Source: an optimization exercise on an open RTL-to-GDS flow (aim: small area). Production flows keep margins and buffers that such runs may drop. Only simulation tests tie the RTL to the original design; equivalence was not proved. Power figures rest on the tool's default switching activity, not on a simulated workload.

==> flow/design.v <==
package discardPkg;
  localparam int CHANNEL_COUNT = 4;
  localparam int CHANNEL_BITS = 2;
  localparam int WORD_BITS = 32;
  localparam int LENGTH_BITS = 8;
  localparam int RESERVED_BITS = WORD_BITS - CHANNEL_BITS - LENGTH_BITS;
  localparam int CREDIT_BITS = 7;
  localparam logic [CREDIT_BITS-1:0] CREDIT_MAX = 7'd64;
  localparam int COUNTER_BITS = 32;
  localparam int STAT_ADDR_BITS = 3;
  localparam logic STAT_KIND_PASSED = 1'b0;
  localparam logic STAT_KIND_DROPPED = 1'b1;
  typedef union packed {
    logic [WORD_BITS-1:0] raw;
    struct packed {
      logic [CHANNEL_BITS-1:0]  channel;
      logic [RESERVED_BITS-1:0] reserved;
      logic [LENGTH_BITS-1:0]   length;
    } header;
  } frameWord;
endpackage
`timescale 1ns/1ps
module discardStat (
  input  logic                                  CLK,
  input  logic                                  reset,
  input  logic [discardPkg::WORD_BITS-1:0]       inData,
  input  logic                                  inValid,
  input  logic                                  inSof,
  input  logic                                  inEof,
  input  logic [discardPkg::CHANNEL_COUNT-1:0]  creditReturn,
  output logic                                  outValid,
  output logic [discardPkg::CHANNEL_BITS-1:0]   outChannel,
  output logic [discardPkg::WORD_BITS-1:0]       outData,
  output logic                                  outSof,
  output logic                                  outEof,
  input  logic                                  statRead,
  input  logic [discardPkg::STAT_ADDR_BITS-1:0] statAddr,
  output logic                                  statValid,
  output logic [discardPkg::COUNTER_BITS-1:0]   statData,
  input  logic                                  statWrite,
  input  logic [discardPkg::COUNTER_BITS-1:0]   statWriteData
);
  localparam int NCH = discardPkg::CHANNEL_COUNT;
  localparam int CB  = discardPkg::CREDIT_BITS;
  localparam int NCNT = 2 * NCH;
  logic [NCH-1:0][CB-1:0] credit;
  logic [NCH-1:0][CB-1:0] creditAvail;
  logic [CB-1:0] selCredit;
  logic [CB+1:0] creditDiff;
  logic          inFits;
  logic          inHeader;
  assign inHeader = inValid && inSof;
  always_comb begin
    for (int c = 0; c < NCH; c++) begin
      creditAvail[c] = credit[c] + {{(CB-1){1'b0}}, creditReturn[c]};
    end
  end
  assign selCredit  = creditAvail[inData[31:30]];
  assign creditDiff = {2'b00, selCredit} - {1'b0, inData[7:0]};
  assign inFits     = !creditDiff[CB+1];
  always_ff @(posedge CLK) begin
    for (int c = 0; c < NCH; c++) begin
      if (reset) begin
        credit[c] <= discardPkg::CREDIT_MAX;
      end else if (inHeader && inFits && inData[31:30] == c) begin
        credit[c] <= creditDiff[CB-1:0];
      end else begin
        credit[c] <= creditAvail[c];
      end
    end
  end
  logic [31:0] d1;
  logic        sof1, eof1, fits1, v1;
  logic        keepCur;
  logic        hdr1;
  logic        fwd1;
  always_ff @(posedge CLK) begin
    d1    <= inData;
    sof1  <= inSof;
    eof1  <= inEof;
    fits1 <= inFits;
    v1    <= inValid && !reset;
  end
  assign hdr1 = v1 && sof1;
  assign fwd1 = v1 && (sof1 ? fits1 : keepCur);
  always_ff @(posedge CLK) begin
    if (reset) begin
      keepCur <= 1'b0;
    end else if (hdr1) begin
      keepCur <= fits1;
    end
  end
  logic [31:0] d2;
  logic        sof2, eof2, v2;
  logic [1:0]  lastChannel;
  always_ff @(posedge CLK) begin
    d2     <= d1;
    sof2   <= sof1;
    eof2   <= eof1;
    v2     <= fwd1 && !reset;
    outData <= d2;
    outSof  <= sof2;
    outEof  <= eof2;
    outValid <= v2 && !reset;
    if (outValid && outSof) begin
      lastChannel <= outData[31:30];
    end
  end
  assign outChannel = outSof ? outData[31:30] : lastChannel;
  logic [NCNT-1:0][31:0] counter;
  logic [NCNT-1:0]       countInc;
  logic [NCNT-1:0]       countLoad;
  logic [31:0]           loadValue;
  assign loadValue = reset ? 32'd0 : statWriteData;
  always_comb begin
    for (int k = 0; k < NCNT; k++) begin
      countInc[k]  = hdr1 && d1[31:30] == k[2:1] && fits1 == !k[0];
      countLoad[k] = reset || (statWrite && statAddr == k[2:0]);
    end
  end
  logic [NCNT-1:0][32:0] countCarry;
  always_comb begin
    for (int k = 0; k < NCNT; k++) begin
      for (int i = 0; i < 32; i++) begin
        if (i == 0) begin
          countCarry[k][i] = countInc[k];
        end else if (i == 11) begin
          countCarry[k][i] = countInc[k] & (&counter[k][10:0]);
        end else if (i == 22) begin
          countCarry[k][i] = countInc[k] & (&counter[k][21:0]);
        end else begin
          countCarry[k][i] = countCarry[k][i-1] & counter[k][i-1];
        end
      end
      countCarry[k][32] = 1'b0;
    end
  end
  always_ff @(posedge CLK) begin
    for (int k = 0; k < NCNT; k++) begin
      if (countLoad[k]) begin
        counter[k] <= loadValue;
      end else begin
        counter[k] <= counter[k] ^ countCarry[k][31:0];
      end
    end
  end
  logic [31:0] readValue;
  always_comb begin
    readValue = '0;
    for (int k = 0; k < NCNT; k++) begin
      readValue = readValue | (counter[k] & {32{statAddr == k[2:0]}});
    end
  end
  always_ff @(posedge CLK) begin
    statValid <= statRead && !reset;
    statData  <= readValue;
  end
endmodule
clock: 5.0 ns
lec_check: 0
cap_margin: 20
core_margin: 2
core_utilization: 40
cts_buf_list: sky130_fd_sc_hd__clkbuf_16
cts_cluster_diameter: 100
cts_cluster_size: 25
slew_margin: 20
standard.sh (not shown) runs the stock make flow with config.mk's settings and CLKGATE_MAP_FILE= SYNTH_SCRIPT=/design/flow/synth_recipe.tcl, a recipe that flattens the netlist after the stock synthesis.
==> flow/flow/run.sh <==
#!/bin/bash
# The standard layout, with the smallest buffer on every input and output port
# in place of the one buffer_ports picks by default.
set -euo pipefail
export BUFFER_PORTS_ARGS="-buffer_cell sky130_fd_sc_hd__buf_1"
bash standard.sh > standard_flow.log 2>&1
The first run produced a clean layout.
Rerun with:
--- a/flow/design.v
+++ b/flow/design.v
@@ -47,26 +47,45 @@
   logic [NCH-1:0][CB-1:0] creditAvail;
   logic [CB-1:0] selCredit;
   logic [CB+1:0] creditDiff;
   logic          inFits;
   logic          inHeader;
   assign inHeader = inValid && inSof;
+  logic [NCH-1:0][CB:0] availCarry;
   always_comb begin
     for (int c = 0; c < NCH; c++) begin
-      creditAvail[c] = credit[c] + {{(CB-1){1'b0}}, creditReturn[c]};
+      availCarry[c][0] = creditReturn[c];
+      for (int i = 0; i < CB; i++) begin
+        creditAvail[c][i]  = credit[c][i] ^ availCarry[c][i];
+        availCarry[c][i+1] = credit[c][i] & availCarry[c][i];
+      end
     end
   end
-  assign selCredit  = creditAvail[inData[31:30]];
-  assign creditDiff = {2'b00, selCredit} - {1'b0, inData[7:0]};
-  assign inFits     = !creditDiff[CB+1];
+  assign selCredit = creditAvail[inData[31:30]];
+  logic [CB+1:0] diffBorrow;
+  always_comb begin
+    diffBorrow[0] = 1'b0;
+    for (int i = 0; i <= CB; i++) begin
+      if (i < CB) begin
+        creditDiff[i]   = selCredit[i] ^ inData[i] ^ diffBorrow[i];
+        diffBorrow[i+1] = (!selCredit[i] & (inData[i] | diffBorrow[i]))
+                        | (inData[i] & diffBorrow[i]);
+      end else begin
+        creditDiff[i]   = inData[i] ^ diffBorrow[i];
+        diffBorrow[i+1] = inData[i] | diffBorrow[i];
+      end
+    end
+    creditDiff[CB+1] = diffBorrow[CB+1];
+  end
+  assign inFits = !creditDiff[CB+1];
+  logic [CB-1:0] creditLoad;
+  assign creditLoad = reset ? discardPkg::CREDIT_MAX : creditDiff[CB-1:0];
   always_ff @(posedge CLK) begin
     for (int c = 0; c < NCH; c++) begin
-      if (reset) begin
-        credit[c] <= discardPkg::CREDIT_MAX;
-      end else if (inHeader && inFits && inData[31:30] == c) begin
-        credit[c] <= creditDiff[CB-1:0];
+      if (reset || (inHeader && inFits && inData[31:30] == c)) begin
+        credit[c] <= creditLoad;
       end else begin
         credit[c] <= creditAvail[c];
       end
     end
   end
   logic [31:0] d1;
Worst setup slack is worse by 0.95 ns.
Final cell count shrinks by 4.5%.
Area after synthesis shrinks by about 1.7%.
Clock power shrinks by about 5%.
Count of clock-buffer cells in the layout is unchanged.

## afterwards: timing with drivers on the ports
In the flow no input, the clock included, has a driving cell. The finished layouts below were timed again as built, in two steps.
Step 1 (the two cells are an assumption about what drives the block):
set clk [get_ports {CLK}]
set_driving_cell -lib_cell sky130_fd_sc_hd__clkbuf_16 $clk
set_driving_cell -lib_cell sky130_fd_sc_hd__buf_2 [delete_from_list [all_inputs] $clk]
Step 2 also shifts input and output timing later by t, the mid clock arrival at the registers, as if the neighbouring blocks saw the same clock.
Three values: no drivers, after step 1, after step 2; two values: the first two.
run | t (ns) | slack for setup (ns) | clock arrival spread, ns | pins driven straight from the clock port
the first run | 0.609 | 1.203 / 1.238 / 0.629 | 0.049 / 0.050 | 1
the second run | 0.605 | 0.256 / 0.279 / -0.325 | 0.028 / 0.027 | 1
With both steps, setup timing fails in the second run, where it was met with ideal ports. The setup slack of the second run, which loses most, moves by +0.023 ns with the drivers and by -0.581 ns with both steps.
